Context: an optimization exercise on an open-source flow, tuned for small area, a short achievable clock period and few clock cycles per item. The choices shown serve that exercise and are no tape-out recipe. No functional check of the RTL was part of any run shown here. Power figures rest on the tool's default switching activity, not on a simulated workload.

`flow/flow/run.sh`:
```
#!/bin/bash
# The standard layout, with the timing repair aiming 8.5 ns below the clock period
set -euo pipefail
bash standard.sh SETUP_SLACK_MARGIN=8.5 finish > make_finish.log 2>&1
```
`flow/standard.sh`:
```
#!/bin/bash
# synth_recipe.tcl (not shown) runs the flow's synth.tcl, then flattens the netlist and writes it again
# the make line also repeats each setting of config.mk as NAME=value (left out here)
make -C /OpenROAD-flow-scripts/flow DESIGN_CONFIG=/design/flow/config.mk WORK_HOME=/design/flow/orfs CLKGATE_MAP_FILE= SYNTH_SCRIPT=/design/flow/synth_recipe.tcl "${@:-finish}"
```
`flow/config.mk`:
```
export PLATFORM = sky130hd
export DESIGN_NAME = planar_pose_dead_reckoning_top
export DESIGN_NICKNAME = planar_pose_dead_reckoning_top
export VERILOG_FILES = /design/flow/design.v
export SDC_FILE = /design/flow/constraint.sdc
export NUM_CORES = 4
export LEC_CHECK = 0
export CAP_MARGIN = 20
export CORE_MARGIN = 2
export CORE_UTILIZATION = 55
export SLEW_MARGIN = 20
export TNS_END_PERCENT = 100
```
`flow/constraint.sdc`:
```
create_clock -name core_clock -period 12.5 [get_ports {i_clk}]
set_input_delay 2.5000 -clock core_clock [delete_from_list [all_inputs] [get_ports {i_clk}]]
set_output_delay 2.5000 -clock core_clock [all_outputs]
set_load 0.01 [all_outputs]
```
`flow/design.v`:
```
`timescale 1ns / 1ps
`default_nettype none
package ppdr_pkg;
    localparam int VEL_W  = 16;
    localparam int DT_W   = 20;
    localparam int POS_W  = 48;
    localparam int HEAD_W = 32;
    localparam int CORD_W = 32;
    localparam int TRIG_W = 25;
    localparam int T_W    = 36;
    localparam int ACC_W  = 41;
    localparam logic [ACC_W-1:0] POS_HALF2 = ACC_W'(64'd31250 << 25);
    localparam logic [13:0]      DIV_D     = 14'd15625;
    localparam logic [29:0]      ANG_SCALE4 = 30'd179192536;
    localparam logic [ACC_W-1:0] ANG_HALF4  = ACC_W'(64'd1 << 29);
endpackage
`default_nettype wire
`timescale 1ns / 1ps
`default_nettype none
import ppdr_pkg::*;
module ppdr_cordic (
    input  logic              i_clk,
    input  logic [HEAD_W-1:0] i_fangle,
    output logic [3:0]        o_flags,
    input  logic              i_load,
    input  logic [HEAD_W-1:0] i_angle,
    input  logic [3:0]        i_flags,
    input  logic              i_step,
    output logic [TRIG_W-1:0] o_cos_mag,
    output logic              o_cos_neg,
    output logic [TRIG_W-1:0] o_sin_mag,
    output logic              o_sin_neg
);
    localparam logic signed [CORD_W-1:0] A0 = 32'sd536870912;
    localparam logic signed [CORD_W-1:0] A1 = 32'sd316933406;
    logic                     w_fflip;
    logic signed [CORD_W-1:0] w_fz;
    logic                     w_s0;
    logic                     w_s1;
    logic                     w_s2;
    logic signed [CORD_W-1:0] w_th1;
    logic signed [CORD_W-1:0] w_th2;
    always_comb begin
        w_fflip = (i_fangle[31] ^ i_fangle[30]) && (i_fangle != 32'h4000_0000);
        w_fz    = signed'({i_fangle[31] ^ w_fflip, i_fangle[30:0]});
        w_s0    = !w_fz[CORD_W-1];
        w_th1   = w_s0 ? A0 : -A0;
        w_s1    = (w_fz >= w_th1);
        w_th2   = w_th1 + (w_s1 ? A1 : -A1);
        w_s2    = (w_fz >= w_th2);
    end
    assign o_flags = {w_fflip, w_s0, w_s1, w_s2};
    logic                     r_flip;
    logic [4:0]               r_i;
    logic signed [CORD_W-1:0] r_x;
    logic signed [CORD_W-1:0] r_y;
    logic signed [CORD_W-1:0] r_z;
    logic signed [CORD_W-1:0] w_z0;
    logic signed [CORD_W-1:0] w_x3;
    logic signed [CORD_W-1:0] w_y3;
    logic signed [CORD_W-1:0] w_zc;
    assign w_z0 = signed'({i_angle[31] ^ i_flags[3], i_angle[30:0]});
    always_comb begin
        case (i_flags[2:0])
            3'b111: begin w_x3 = 32'sd81504110;   w_y3 = 32'sd1059553420;  w_zc = 32'sd1021263225;  end
            3'b110: begin w_x3 = 32'sd570528764;  w_y3 = 32'sd896545202;   w_zc = 32'sd686345411;   end
            3'b101: begin w_x3 = 32'sd896545202;  w_y3 = 32'sd570528764;   w_zc = 32'sd387396413;   end
            3'b100: begin w_x3 = 32'sd1059553420; w_y3 = 32'sd81504110;    w_zc = 32'sd52478599;    end
            3'b011: begin w_x3 = 32'sd1059553421; w_y3 = -32'sd81504110;   w_zc = -32'sd52478599;   end
            3'b010: begin w_x3 = 32'sd896545201;  w_y3 = -32'sd570528764;  w_zc = -32'sd387396413;  end
            3'b001: begin w_x3 = 32'sd570528765;  w_y3 = -32'sd896545202;  w_zc = -32'sd686345411;  end
            default: begin w_x3 = 32'sd81504109;  w_y3 = -32'sd1059553420; w_zc = -32'sd1021263225; end
        endcase
    end
    logic [31:0]              w_at;
    logic signed [CORD_W-1:0] w_xs;
    logic signed [CORD_W-1:0] w_ys;
    logic signed [CORD_W-1:0] w_xn;
    logic signed [CORD_W-1:0] w_yn;
    logic signed [CORD_W-1:0] w_zn;
    always_comb begin
        case (r_i)
            5'd3:       w_at = 32'd85004756;
            5'd4:       w_at = 32'd42667331;
            5'd5:       w_at = 32'd21354465;
            5'd6:       w_at = 32'd10679838;
            5'd7:       w_at = 32'd5340245;
            5'd8:       w_at = 32'd2670163;
            5'd9:       w_at = 32'd1335087;
            5'd10:      w_at = 32'd667544;
            5'd11:      w_at = 32'd333772;
            5'd12:      w_at = 32'd166886;
            5'd13:      w_at = 32'd83443;
            5'd14:      w_at = 32'd41722;
            5'd15:      w_at = 32'd20861;
            5'd16:      w_at = 32'd10430;
            5'd17:      w_at = 32'd5215;
            5'd18:      w_at = 32'd2608;
            5'd19:      w_at = 32'd1304;
            5'd20:      w_at = 32'd652;
            5'd21:      w_at = 32'd326;
            5'd22:      w_at = 32'd163;
            5'd23:      w_at = 32'd81;
            default: w_at = 32'd0;
        endcase
    end
    assign w_xs = r_x >>> r_i;
    assign w_ys = r_y >>> r_i;
    always_comb begin
        if (!r_z[CORD_W-1]) begin
            w_xn = r_x - w_ys;
            w_yn = r_y + w_xs;
            w_zn = r_z - signed'(w_at);
        end else begin
            w_xn = r_x + w_ys;
            w_yn = r_y - w_xs;
            w_zn = r_z + signed'(w_at);
        end
    end
    always_ff @(posedge i_clk) begin
        if (i_load) begin
            r_x    <= w_x3;
            r_y    <= w_y3;
            r_z    <= w_z0 - w_zc;
            r_i    <= 5'd3;
            r_flip <= i_flags[3];
        end else if (i_step) begin
            r_x <= w_xn;
            r_y <= w_yn;
            r_z <= w_zn;
            r_i <= r_i + 5'd1;
        end
    end
    logic [CORD_W-1:0] w_xm;
    logic [CORD_W-1:0] w_ym;
    assign w_xm = (r_x[CORD_W-1] ? ~r_x : r_x) + (r_x[CORD_W-1] ? CORD_W'(33) : CORD_W'(32));
    assign w_ym = (r_y[CORD_W-1] ? ~r_y : r_y) + (r_y[CORD_W-1] ? CORD_W'(33) : CORD_W'(32));
    assign o_cos_mag = TRIG_W'(w_xm >> 6);
    assign o_cos_neg = r_x[CORD_W-1] ^ r_flip;
    assign o_sin_mag = TRIG_W'(w_ym >> 6);
    assign o_sin_neg = r_y[CORD_W-1] ^ r_flip;
endmodule
`default_nettype wire
`timescale 1ns / 1ps
`default_nettype none
import ppdr_pkg::*;
module planar_pose_dead_reckoning_top (
    input  logic                    i_clk,
    input  logic                    i_rst_n,
    input  logic                    i_valid,
    output logic                    o_ready,
    input  logic signed [VEL_W-1:0] i_linear_velocity,
    input  logic signed [VEL_W-1:0] i_angular_velocity,
    input  logic [DT_W-1:0]         i_step_time,
    output logic                    o_valid,
    input  logic                    i_ready,
    output logic signed [POS_W-1:0] o_pos_x,
    output logic signed [POS_W-1:0] o_pos_y,
    output logic [HEAD_W-1:0]       o_heading,
    output logic signed [VEL_W-1:0] o_speed_echo,
    output logic signed [VEL_W-1:0] o_turn_rate_echo,
    output logic                    o_saturated
);
    localparam logic [4:0] LAST   = 5'd21;
    localparam logic [4:0] B_LAST = 5'd18;
    localparam logic [3:0] FLAGS0 = 4'b0100;
    logic                    a_valid;
    logic [4:0]              a_cnt;
    logic signed [VEL_W-1:0] r_v;
    logic signed [VEL_W-1:0] r_w;
    logic [DT_W-1:0]         r_dt;
    logic [2:0]              r_dig;
    logic                    r_h_first;
    logic                    r_h_p;
    logic                    r_h_t;
    logic [T_W-1:0]          r_p;
    logic [2:0]              r_kdig;
    logic                    r_k_en;
    logic [ACC_W-1:0]        r_hacc;
    logic [3:0]              r_hflags;
    logic                    b_valid;
    logic [4:0]              b_cnt;
    logic [T_W-1:0]          r_t;
    logic [TRIG_W:0]         r_cm;
    logic [TRIG_W:0]         r_sm;
    logic                    r_xneg;
    logic                    r_yneg;
    logic [ACC_W-1:0]        r_ax;
    logic [ACC_W-1:0]        r_ay;
    logic signed [VEL_W-1:0] r_ev;
    logic signed [VEL_W-1:0] r_ew;
    logic                    r_sat;
    logic signed [POS_W-1:0] r_pos_x;
    logic signed [POS_W-1:0] r_pos_y;
    logic [HEAD_W-1:0]       r_head;
    logic [3:0]              r_head_flags;
    logic                    r_oready;
    logic                    r_ovalid;
    logic                    w_xfer;
    logic                    n_a_valid;
    logic [4:0]              n_a_cnt;
    logic                    n_b_valid;
    logic [4:0]              n_b_cnt;
    logic [3:0]              w_flags;
    logic [TRIG_W-1:0]       w_cos_mag;
    logic                    w_cos_neg;
    logic [TRIG_W-1:0]       w_sin_mag;
    logic                    w_sin_neg;
    assign w_xfer    = r_oready && a_valid;
    assign n_a_valid = r_oready ? i_valid : a_valid;
    assign n_a_cnt   = r_oready ? 5'd0 : ((a_cnt == LAST) ? LAST : a_cnt + 5'd1);
    assign n_b_valid = w_xfer || (b_valid && !(r_ovalid && i_ready));
    assign n_b_cnt   = w_xfer ? 5'd0 : ((b_cnt == B_LAST) ? B_LAST : b_cnt + 5'd1);
    ppdr_cordic u_cordic (
        .i_clk     (i_clk),
        .i_fangle  (r_hacc[HEAD_W-1:0]),
        .o_flags   (w_flags),
        .i_load    (r_oready),
        .i_angle   (a_valid ? r_hacc[HEAD_W-1:0] : r_head),
        .i_flags   (a_valid ? r_hflags : r_head_flags),
        .i_step    (a_cnt != LAST),
        .o_cos_mag (w_cos_mag),
        .o_cos_neg (w_cos_neg),
        .o_sin_mag (w_sin_mag),
        .o_sin_neg (w_sin_neg)
    );
    logic [VEL_W-1:0]  w_vmag;
    logic [VEL_W-1:0]  w_wmag;
    logic [2:0]        n_dig;
    logic [T_W-1:0]    w_hb;
    logic [T_W-1:0]    w_horner;
    logic [ACC_W-1:0]  w_hsum;
    logic [HEAD_W-1:0] w_head_new;
    assign w_vmag = r_v[VEL_W-1] ? VEL_W'(-r_v) : VEL_W'(r_v);
    assign w_wmag = r_w[VEL_W-1] ? VEL_W'(-r_w) : VEL_W'(r_w);
    always_comb begin
        case (n_a_cnt)
            5'd1:    n_dig = {2'b00, w_wmag[15]};
            5'd2:    n_dig = w_wmag[14:12];
            5'd3:    n_dig = w_wmag[11:9];
            5'd4:    n_dig = w_wmag[8:6];
            5'd5:    n_dig = w_wmag[5:3];
            5'd6:    n_dig = w_wmag[2:0];
            5'd9:    n_dig = {2'b00, w_vmag[15]};
            5'd10:   n_dig = w_vmag[14:12];
            5'd11:   n_dig = w_vmag[11:9];
            5'd12:   n_dig = w_vmag[8:6];
            5'd13:   n_dig = w_vmag[5:3];
            default: n_dig = w_vmag[2:0];
        endcase
    end
    assign w_hb     = r_h_first ? '0 : ((r_h_t ? r_t : r_p) << 3);
    assign w_horner = w_hb + (T_W'(r_dt) * T_W'(r_dig));
    assign w_hsum = r_hacc + (ACC_W'(r_p) * ACC_W'(r_kdig));
    assign w_head_new = r_w[VEL_W-1] ? (r_head - r_hacc[HEAD_W-1:0])
                                     : (r_head + r_hacc[HEAD_W-1:0]);
    logic [ACC_W-1:0] w_ax_mul;
    logic [ACC_W-1:0] w_ay_mul;
    logic [34:0]      w_ax_div;
    logic [34:0]      w_ay_div;
    assign w_ax_mul = (r_ax + (ACC_W'(r_t) * ACC_W'(r_cm[2:0]))) >> 3;
    assign w_ay_mul = (r_ay + (ACC_W'(r_t) * ACC_W'(r_sm[2:0]))) >> 3;
    function automatic logic [34:0] div3(input logic [34:0] a);
        logic [13:0] rem;
        logic [20:0] dq;
        logic [14:0] r;
        rem = a[34:21];
        dq  = a[20:0];
        for (int i = 0; i < 3; i++) begin
            r  = {rem, dq[20]};
            dq = {dq[19:0], 1'b0};
            if (r >= {1'b0, DIV_D}) begin
                rem   = 14'(r - {1'b0, DIV_D});
                dq[0] = 1'b1;
            end else begin
                rem = r[13:0];
            end
        end
        div3 = {rem, dq};
    endfunction
    assign w_ax_div = div3(r_ax[34:0]);
    assign w_ay_div = div3(r_ay[34:0]);
    logic                    w_sel_y;
    logic signed [POS_W-1:0] w_pos;
    logic [20:0]             w_q;
    logic                    w_neg;
    logic signed [POS_W:0]   w_d;
    logic signed [POS_W:0]   w_s;
    logic                    w_clip;
    logic [POS_W-1:0]        w_npos;
    assign w_sel_y = b_cnt[0];
    assign w_pos   = w_sel_y ? r_pos_y : r_pos_x;
    assign w_q     = w_sel_y ? r_ay[20:0] : r_ax[20:0];
    assign w_neg   = w_sel_y ? r_yneg : r_xneg;
    assign w_d     = w_neg ? -signed'((POS_W+1)'(w_q)) : signed'((POS_W+1)'(w_q));
    assign w_s     = signed'({w_pos[POS_W-1], w_pos}) + w_d;
    assign w_clip  = (w_s[POS_W] != w_s[POS_W-1]);
    assign w_npos  = w_clip ? {w_s[POS_W], {(POS_W-1){!w_s[POS_W]}}} : w_s[POS_W-1:0];
    always_ff @(posedge i_clk) begin
        if (!i_rst_n) begin
            a_valid      <= 1'b0;
            b_valid      <= 1'b0;
            a_cnt        <= LAST;
            b_cnt        <= B_LAST;
            r_oready     <= 1'b1;
            r_ovalid     <= 1'b0;
            r_pos_x      <= '0;
            r_pos_y      <= '0;
            r_head       <= '0;
            r_head_flags <= FLAGS0;
        end else begin
            a_valid  <= n_a_valid;
            a_cnt    <= n_a_cnt;
            b_valid  <= n_b_valid;
            b_cnt    <= n_b_cnt;
            r_oready <= !n_a_valid || (n_a_cnt == LAST && !n_b_valid);
            r_ovalid <= n_b_valid && (n_b_cnt == B_LAST);
            if (w_xfer) begin
                r_head       <= r_hacc[HEAD_W-1:0];
                r_head_flags <= r_hflags;
            end
            if (b_valid && b_cnt == 5'd16) begin
                r_pos_x <= w_npos;
            end
            if (b_valid && b_cnt == 5'd17) begin
                r_pos_y <= w_npos;
            end
        end
    end
    always_ff @(posedge i_clk) begin
        r_dig     <= n_dig;
        r_h_first <= (n_a_cnt == 5'd1) || (n_a_cnt == 5'd9);
        r_h_p     <= (n_a_cnt >= 5'd1) && (n_a_cnt <= 5'd6);
        r_h_t     <= (n_a_cnt >= 5'd9) && (n_a_cnt <= 5'd14);
        r_k_en    <= (n_a_cnt >= 5'd7) && (n_a_cnt <= 5'd16);
        r_kdig    <= ANG_SCALE4[3 * (n_a_cnt - 5'd7) +: 3];
        if (r_oready) begin
            r_v    <= i_linear_velocity;
            r_w    <= i_angular_velocity;
            r_dt   <= i_step_time;
            r_hacc <= ANG_HALF4;
        end else begin
            if (r_h_p) begin
                r_p <= w_horner;
            end
            if (r_k_en) begin
                r_hacc <= w_hsum >> 3;
            end
            if (a_cnt == 5'd17) begin
                r_hacc[HEAD_W-1:0] <= w_head_new;
            end
        end
        if (r_h_t) begin
            r_t <= w_horner;
        end
        r_hflags <= w_flags;
        if (w_xfer) begin
            r_cm   <= {w_cos_mag, 1'b0};
            r_sm   <= {w_sin_mag, 1'b0};
            r_xneg <= r_v[VEL_W-1] ^ w_cos_neg;
            r_yneg <= r_v[VEL_W-1] ^ w_sin_neg;
            r_ax   <= POS_HALF2;
            r_ay   <= POS_HALF2;
            r_ev   <= r_v;
            r_ew   <= r_w;
        end else begin
            if (b_cnt <= 5'd8) begin
                r_ax <= w_ax_mul;
                r_ay <= w_ay_mul;
                r_cm <= r_cm >> 3;
                r_sm <= r_sm >> 3;
            end else if (b_cnt <= 5'd15) begin
                r_ax[34:0] <= w_ax_div;
                r_ay[34:0] <= w_ay_div;
            end
            if (b_cnt == 5'd16) begin
                r_sat <= w_clip;
            end else if (b_cnt == 5'd17) begin
                r_sat <= r_sat | w_clip;
            end
        end
    end
    assign o_ready          = r_oready;
    assign o_valid          = r_ovalid;
    assign o_pos_x          = r_pos_x;
    assign o_pos_y          = r_pos_y;
    assign o_heading        = r_head;
    assign o_speed_echo     = r_ev;
    assign o_turn_rate_echo = r_ew;
    assign o_saturated      = r_sat;
endmodule
`default_nettype wire
```
==> results of run 1 <==
-- flip-flops by register name, summed over array words and instances, names as in the netlist, 18 cells and up --
signal,cells
r_pos_x,48
r_pos_y,48
r_t,36
r_p,33
r_head,32
u_cordic.i_fangle,32
u_cordic.r_x,32
u_cordic.r_y,32
u_cordic.r_z,32
u_cordic.w_at,27
r_cm,26
r_sm,26
r_ay,21
r_ax,20
r_dt,20
div3$func$/design/flow/design.v:281$5472.$result,18
div3$func$/design/flow/design.v:282$5473.$result,18
-- through the flow --
stage	setup WS [ns]	power (mW)	cell area [sq um]	util, %
3_5_place_dp	5.206	12.85	60690	59.66
3_3_place_gp	5.386	12.76	60690	59.65
5_1_grt	6.196	19.31	71640	70.41
4_1_cts	6.418	16.79	68540	67.37
6_report	6.341	18.22	71640	70.41
2_1_floorplan	6.768	10.70	58090	-
-- worst max-delay path: cells and delay by family, from the launching register on --
kind                     cells  cell delay (ns)
XOR/XNOR                     2             0.33
AO/OA/AOI/OAI                9             1.60
flip-flops                   1             0.45
adder cells (fa/ha/maj)      2             0.40
buffers and inverters        4             0.54
AND/OR/NAND/NOR              6             1.50
multiplexers                 2             1.04
-- power groups by stage --
stage | Combinational (mW) | Sequential, mW | Clock, mW
finish | 12.6 | 3.27 | 2.34
global route | 13.6 | 3.30 | 2.44
CTS | 11.2 | 3.23 | 2.36
detailed placement | 9.53 | 3.33 | 0
global placement | 9.44 | 3.32 | 0
floorplan | 7.84 | 2.86 | 0
-- cell usage after synthesis, types with 17 or more instances --
master	count
nor4_1	39
nand2b_1	68
buf_2	19
nand4_1	42
a211oi_1	91
dfxtp_1	300
o21bai_1	30
nand3b_1	17
inv_1	329
o22ai_1	29
a31oi_1	88
o211ai_1	40
edfxtp_1	303
mux2_2	107
fa_1	188
o31ai_1	49
a22oi_1	47
a21boi_0	18
nor2_1	509
or2_2	31
clkbuf_1	282
mux2i_1	132
buf_1	57
a21o_1	106
nand3_1	188
nor2b_1	62
and2_1	61
and3_1	58
nor3_1	152
or3_1	53
xor2_1	215
mux4_2	83
o21a_1	78
o221ai_1	19
xnor2_1	320
o21ai_0	438
ha_1	377
a21oi_1	526
nand2_1	801
-- final cells by class --
cell class	instances	area, sq um
Inverter	336	1309
Sequential cell	603	15250
Timing Repair Buffer	776	7600
Multi-Input combinational cell	5343	43120
Fill cell	8058	30110
Clock inverter	47	494.2
Antenna cell	2	5.005
Tap cell	1368	1712
Clock buffer	95	2148
-- worst max path at each step --
stage,startpoint,slack (ns),end
2_1_floorplan,b_cnt[0],6.77,r_sat
5_1_grt,u_cordic.r_i[0],6.20,u_cordic.r_y[30]
3_3_place_gp,b_cnt[0],5.39,r_pos_y[13]
4_1_cts,u_cordic.r_i[0],6.42,u_cordic.r_x[31]
3_5_place_dp,b_cnt[0],5.21,r_pos_y[13]
6_report,u_cordic.r_i[0],6.34,u_cordic.r_x[25]
-- placed cells by master, fill, tap and decap left out, types with 88 or more instances in the layout --
cell | Yosys | layout
a21o_1 | 106 | 104
a21oi_1 | 526 | 419
a21oi_2 | 1 | 88
buf_4 | 1 | 396
buf_6 | 2 | 89
dfxtp_1 | 300 | 231
dlygate4sd2_1 | 0 | 163
edfxtp_1 | 303 | 303
fa_1 | 188 | 183
ha_1 | 377 | 339
inv_1 | 329 | 311
mux2_2 | 107 | 105
mux2i_1 | 132 | 110
nand2_1 | 801 | 761
nand3_1 | 188 | 166
nor2_1 | 509 | 474
nor3_1 | 152 | 124
o21ai_0 | 438 | 278
o21ai_1 | 6 | 91
xnor2_1 | 320 | 289
xor2_1 | 215 | 209
-- cells by family (layout without fill, tap and decap cells) --
| family | count (synthesis) | in the layout | share of synthesized area [%] |
|---|---|---|---|
| buffers and inverters | 697 | 1254 | 4.708 |
| and+or+nand+nor | 2141 | 2142 | 17.47 |
| adders and majority gates | 576 | 576 | 15.21 |
| DFF | 603 | 603 | 26.74 |
| AOI/OAI and AO/OA | 1767 | 1768 | 19.78 |
| xor gates and xnor gates | 535 | 535 | 8.297 |
| muxes | 322 | 322 | 7.783 |
| other | 0 | 2 | 0 |
-- what timing repair did --
item / CTS / global route
pin swaps: 271 / 292
cloned: 27 / 3
buffers inserted: 303 / 162
resized for setup: 685 / 410
setup endpoints to repair: 586 / 300
-- per-layer routing --
| metal | wire [microns] | global-route usage, % |
|---|---|---|
| met1 | 80200 | 46.78 |
| met2 | 90460 | 56.27 |
| met3 | 14560 | 5.020 |
| met4 | 11040 | 16.86 |
| met5 | 0 | 0 |
==> flow_summary_export.csv, run 1 <==
group,metric,value,unit
timing,max_clock_freq,0.1624,GHz
grt,grt_pass1_vias,50832,
yosys,synth.yosys.seq_area_share,26.74,%
routing,drc_errors,0,
clock_network,clk_pin_slew,0.06,ns
clock_network,cts-root-buf,"clkbuf_16",
floorplan,die_h,324.5,microns
power_and_ir_drop,p_sw_share,47.22,%
yosys,synth_area_leaders,"edfxtp_1 16%, dfxtp_1 11%, ha_1 8.4%, fa_1 6.7%, nand2_1 5.3%",
critical_path,timing.rr.start,"u_cordic.r_i[0]",
yosys,yosysTopAreaCellShare,16.11,%
yosys,avgSynthCellArea,8.504,sq um
hold_path,whs_endpoint,"r_pos_x[36]",
critical_path,cpPeakStageDelay,0.53,ns
grt,overflow,0,
power_and_ir_drop,vdd_ir_drop_max,307.3,uV
grt,antenna_found_initial,3,
critical_path,r2r_end,"u_cordic.r_x[25]",
critical_path,cp_max_fo,7,
placement,dp_cells,7929,
timing,fin_crit,6.159,ns
timing,finalCritPeriodShare,49.27,%
critical_path,crit_slowest_cell,"mux4_2",
critical_path,cp-end-kind,"register",
routing,drt-total-wl,196300,microns
placement,gp_congestion,0.9681,
yosys,synthFlopType,"edfxtp_1",
critical_path,startpoint_type,"register",
power_and_ir_drop,power.switching,8.605,mW
clock_network,numClockSinks,603,
power_and_ir_drop,p_clk_share,12.9,%
floorplan,core,0.1017,sq mm
yosys,ys_async_sr_fraction,0,%
finish,stdcell_count,8570,
timing,hold_viol_final,0,
yosys,synth_top_cell_by_area,"edfxtp_1",
clock_network,clk_latency,0.68,ns
routing,ant_nets,0,
finish,layout-drive-gt1-share,23.46,%
placement,dp_hpwl,130200,microns
timing,rsz0062_at_grt,"true",
routing,wl_per_cell,22.90,microns
floorplan,start_util,55.51,%
power_and_ir_drop,pwr-share-seq,18.0,%
routing,drtIter0Drc,5286,
routing,drt_pre_antenna_iters,5,
timing,timing.hold.ws,0.4623,ns
power_and_ir_drop,power_density,254.4,mW/mm^2
placement,port_buffers,218,
routing,num_vias,54433,
grt,grt_pass1_wl,295700,microns
critical_path,reg2reg_depth,25,
critical_path,path_class,"register to register",
timing,finClkSkew,0.03531,ns
grt,grt_max_degree,87,
clock_network,cts_buffers,76,
yosys,yosysWarnings,4,
clock_network,clockBufferDepth,3,
clock_network,cts_tree,"done",
clock_network,hold_buffers,0,
timing,tightest_slew,1.213,ns
timing,fin_setup_tns,0,ns
timing,setup_viol,0,
floorplan,num_rows,117,
critical_path,cp.required,12.88,ns
floorplan,die_x,324.5,microns
power_and_ir_drop,p_comb_share,69.2,%
run_status,status,"no timing/DRC/antenna violations",
power_and_ir_drop,p_leak,29.77,nW
yosys,ys_ff_latch,603,
yosys,synth_edf_count,303,
power_and_ir_drop,p_int,9.619,mW
critical_path,ff2ff_setup_slack,6.34,ns
hold_path,holdCritStartpoint,"r_pos_x[36]",
yosys,syn_area,0.05648,sq mm
job,cap_viol_max_count,0,
yosys,yosysUniqueCellTypes,106,
hold_path,hold_depth,2,
critical_path,crit_arrival,6.54,ns
timing,slew_headroom,18.26,%
grt,track_usage,35.12,%
yosys,syn-instance-count,6641,
yosys,synth_nets,7262,
finish,areaGrowthSynthToFinish,26.84,%
floorplan,die_area,0.1053,sq mm
hold_path,hp-class,"register to register",
routing,vias_per_cell,6.352,
timing,slew_violations,0,
finish,finalNetCount,7757,
clock_network,htreeDepth,3,
floorplan,pin_count,219,
==> run 2, diff against run 1 <==
==> flow/run.sh (new file) <==
#!/bin/bash
# synth_recipe.tcl (not shown) runs the flow's synth.tcl, then flattens the netlist and writes it again
# the make line also repeats each setting of config.mk as NAME=value (left out here)
make -C /OpenROAD-flow-scripts/flow DESIGN_CONFIG=/design/flow/config.mk WORK_HOME=/design/flow/orfs CLKGATE_MAP_FILE= SYNTH_SCRIPT=/design/flow/synth_recipe.tcl finish
--- a/flow/config.mk
+++ b/flow/config.mk
@@ -8,5 +8,6 @@
 export CAP_MARGIN = 20
 export CORE_MARGIN = 2
 export CORE_UTILIZATION = 55
+export SETUP_SLACK_MARGIN = 5
 export SLEW_MARGIN = 20
 export TNS_END_PERCENT = 100
removed: flow/flow/run.sh
removed: flow/standard.sh
==> flow_summary_export.csv, run 2 <==
group,metric,value,unit
finish,multi_input_area,0.03885,sq mm
placement,port_buffers,218,
critical_path,startpoint_type,"register",
finish,final_common_cell,"nand2_1",
critical_path,cp-end-kind,"register",
power_and_ir_drop,p_clk_share,14.8,%
routing,wl_per_cell,21.80,microns
power_and_ir_drop,p_comb_share,62.8,%
finish,antenna_cells,0,
routing,num_vias,50252,
yosys,yosysUniqueCellTypes,106,
critical_path,crit_arrival,7.41,ns
critical_path,timing.rr.start,"u_cordic.r_i[0]",
placement,dp_hpwl,131400,microns
clock_network,clk_pin_slew,0.06,ns
floorplan,die_area,0.1053,sq mm
yosys,ys_async_sr_fraction,0,%
finish,layout_common_cells,"796 x nand2_1, 525 x a21oi_1, 506 x nor2_1, 436 x o21ai_0, 377 x ha_1",
yosys,avgSynthCellArea,8.504,sq um
grt,grt_max_degree,68,
timing,max_clock_freq,0.1416,GHz
finish,final_cell_area,0.06214,sq mm
grt,antenna_found_initial,0,
yosys,yosysWarnings,4,
yosys,synth_edf_count,303,
routing,drt-total-wl,175900,microns
yosys,synthFlopType,"edfxtp_1",
timing,timing.hold.ws,0.4558,ns
grt,grt_pass1_wl,273600,microns
timing,finalCritPeriodShare,56.50,%
power_and_ir_drop,p_int,7.678,mW
routing,ant_nets,0,
power_and_ir_drop,pwr-share-seq,22.5,%
power_and_ir_drop,vdd_ir_drop_max,219.2,uV
critical_path,r2r_end,"u_cordic.r_x[31]",
clock_network,clk_latency,0.65,ns
critical_path,reg2reg_depth,23,
clock_network,hold_buffers,0,
clock_network,htreeDepth,3,
finish,areaGrowthSynthToFinish,10.03,%
finish,seqCellArea,0.01512,sq mm
run_status,status,"no timing/DRC/antenna violations",
routing,drtIter0Drc,4185,
clock_network,cts-root-buf,"clkbuf_16",
critical_path,crit_slowest_cell,"or4b_2",
clock_network,clockBufferDepth,3,
job,cap_viol_max_count,0,
floorplan,die_h,324.5,microns
timing,setup_viol,0,
finish,final_util,61.08,%
critical_path,endpoint,"u_cordic.r_x[31]",
placement,dp_cells,7934,
finish,n_fill_cell,9174,
finish,finalNetCount,7265,
finish,stdcell_count,8067,
grt,track_usage,32.42,%
floorplan,pin_count,219,
floorplan,die_x,324.5,microns
grt,grt_pass1_vias,47592,
yosys,synth_area_leaders,"edfxtp_1 16%, dfxtp_1 11%, ha_1 8.4%, fa_1 6.7%, nand2_1 5.3%",
timing,rsz0062_at_grt,"false",
grt,overflow,0,
routing,vias_per_cell,6.229,
placement,gp_congestion,0.9588,
hold_path,hp-class,"register to register",
clock_network,numClockSinks,603,
yosys,ys_ff_latch,603,
timing,finClkSkew,0.03093,ns
critical_path,path_class,"register to register",
timing,fin_crit,7.062,ns
yosys,syn_area,0.05648,sq mm
yosys,synth_commonest_cells,"801 x nand2_1, 526 x a21oi_1, 509 x nor2_1",
power_and_ir_drop,power.switching,7.029,mW
finish,top_regs,"r_pos_x (48), r_pos_y (48), r_t (36)",
critical_path,cp_max_fo,28,
clock_network,cts_tree,"done",
finish,layout-drive-gt1-share,7.225,%
timing,slew_violations,0,
yosys,synth_nets,7262,
clock_network,cts_buffers,73,
yosys,yosysMostFrequentCell,"nand2_1",
routing,drc_errors,0,
yosys,yosysTopAreaCellShare,16.11,%
critical_path,cp.required,12.85,ns
critical_path,path_cells,"buf_16 -> mux2_2 -> mux2_2 -> mux4_2 -> and2_1 -> a31oi_1 -> ha_1 -> and3_1 -> a21oi_1 -> xor2_1 -> ha_1 -> or3_1 -> or4b_2 -> a31oi_2 -> a211oi_1 -> o31a_1 -> nand2b_1 -> a31o_2 -> a41oi_2 -> a2111oi_0 -> o31ai_1 -> xnor2_1 -> nor2_1",
yosys,synth.yosys.seq_area_share,26.74,%
timing,tightest_slew,1.169,ns
floorplan,core,0.1017,sq mm
timing,fin_setup_tns,0,ns
power_and_ir_drop,p_sw_share,47.79,%
yosys,synth_top_cell_by_area,"edfxtp_1",
floorplan,num_rows,117,
power_and_ir_drop,p_leak,25.31,nW
power_and_ir_drop,power_density,236.7,mW/mm^2
timing,hold_viol_final,0,
floorplan,start_util,55.51,%
placement,postPlaceCellArea,0.05958,sq mm
yosys,syn-instance-count,6641,
critical_path,ff2ff_setup_slack,5.44,ns
critical_path,cp-startpoint,"u_cordic.r_i[0]",
timing,slew_headroom,21.26,%
routing,drt_pre_antenna_iters,5,
critical_path,cpPeakStageDelay,0.69,ns
## run 2: cell counts after synthesis
No cell type changed its count.
## run 2: power by group through the flow
| stage | Combinational, mW | Sequential (mW) | Clock (mW) |
|---|---|---|---|
| final | 9.23 | 3.30 | 2.17 |
| after floorplan | 7.28 | 2.86 | 0 |
| after CTS | 9.09 | 3.28 | 2.21 |
| after global placement | 8.93 | 3.32 | 0 |
| after global routing | 10.2 | 3.34 | 2.28 |
| after detailed placement | 9.01 | 3.32 | 0 |
## run 2: repair_timing
action | CTS | global route
pin swaps | 0 | 0
buffers inserted | 1 | 1
resized for setup | 7 | 13
gates cloned | 0 | 1
endpoints found under the setup margin | 100 | 105
## run 2: area by class of cell
| type | instances | area share, % |
|---|---|---|
| inverter | 336 | 2.040 |
| clock buffer | 95 | 3.272 |
| clock inverter | 35 | 0.5839 |
| timing repair buffer | 289 | 4.488 |
| sequential | 603 | 24.34 |
| multi-input combinational | 5341 | 62.52 |
| tap | 1368 | 2.754 |
## run 2: how the worst min path moves through the flow
stage / startpoint / endpoint / slack [ns] / cells past startpoint
2_1_floorplan: r_w[15] / r_ew[15] / 0.42 / 0
3_5_place_dp: r_head_flags[3] / r_head_flags[3] / 0.45 / 2
6_report: r_head_flags[3] / r_head_flags[3] / 0.46 / 2
4_1_cts: r_head_flags[3] / r_head_flags[3] / 0.46 / 2
5_1_grt: r_hflags[3] / r_head_flags[3] / 0.49 / 2
3_3_place_gp: r_head_flags[3] / r_head_flags[3] / 0.44 / 2
## run 2: logic make-up after synthesis
logic type,Yosys count,synth area share (%)
buffers and inverters,697,4.708
AOI/OAI and AO/OA,1767,19.78
and+or+nand+nor,2141,17.47
muxes,322,7.783
xor gates and xnor gates,535,8.297
DFF,603,26.74
adders and majority gates,576,15.21
## run 2: critical path: cells and delay by family (launching register included)
kind | cells | cell delay, ns
flip-flops | 1 | 0.53
AND/OR/NAND/NOR | 6 | 1.65
XOR/XNOR | 2 | 0.33
multiplexers | 3 | 1.13
AO/OA/AOI/OAI | 9 | 2.35
adder cells (fa/ha/maj) | 2 | 0.47
buffers and inverters | 1 | 0.26
## run 2: per-layer routing
layer / vias to the layer above / part of all wire [%] / routed length, microns / GRT usage [%]
li1: 23926 / - / - / -
met1: 24335 / 43 / 75430 / 43.30
met2: 1646 / 47 / 82290 / 53.33
met3: 345 / 5.8 / 10270 / 3.865
met4: 0 / 4.5 / 7882 / 13.47
met5: - / 0 / 0 / 0
## run 2: stage by stage
stage / power, mW / worst slack, ns
after floorplan: 10.14 / 5.483
after global placement: 12.24 / 3.823
after detailed placement: 12.33 / 4.022
after CTS: 14.58 / 5.016
after global routing: 15.83 / 4.990
final: 14.71 / 5.438

-- separate check: timing with driven ports --
The flow's constraints put no driver on any port. The routed layouts listed below were extracted and timed again, unchanged, in two steps.
Step 1: set_driving_cell puts a clkbuf_16 on i_clk and a buf_2 on each other input, an assumption about the parent block.
Step 2 moves the port delays by t, midway between the first and last clock arrival at a register: inputs arrive t later, outputs are due t later. That takes back most of the time a late clock gives input paths.
a / b / c = ideal / step 1 / step 2; a / b = the first two.
| run | t, ns | setup slack, ns | worst hold slack (ns) | pins driven straight from the clock port |
|---|---|---|---|---|
| run 1 | 0.734 | 6.341 / 6.341 / 6.341 | 0.462 / 0.462 / 0.462 | 1 |
| run 2 | 0.712 | 5.438 / 5.438 / 5.438 | 0.456 / 0.456 / 0.456 | 1 |
After both steps setup and hold are still met in every run listed.
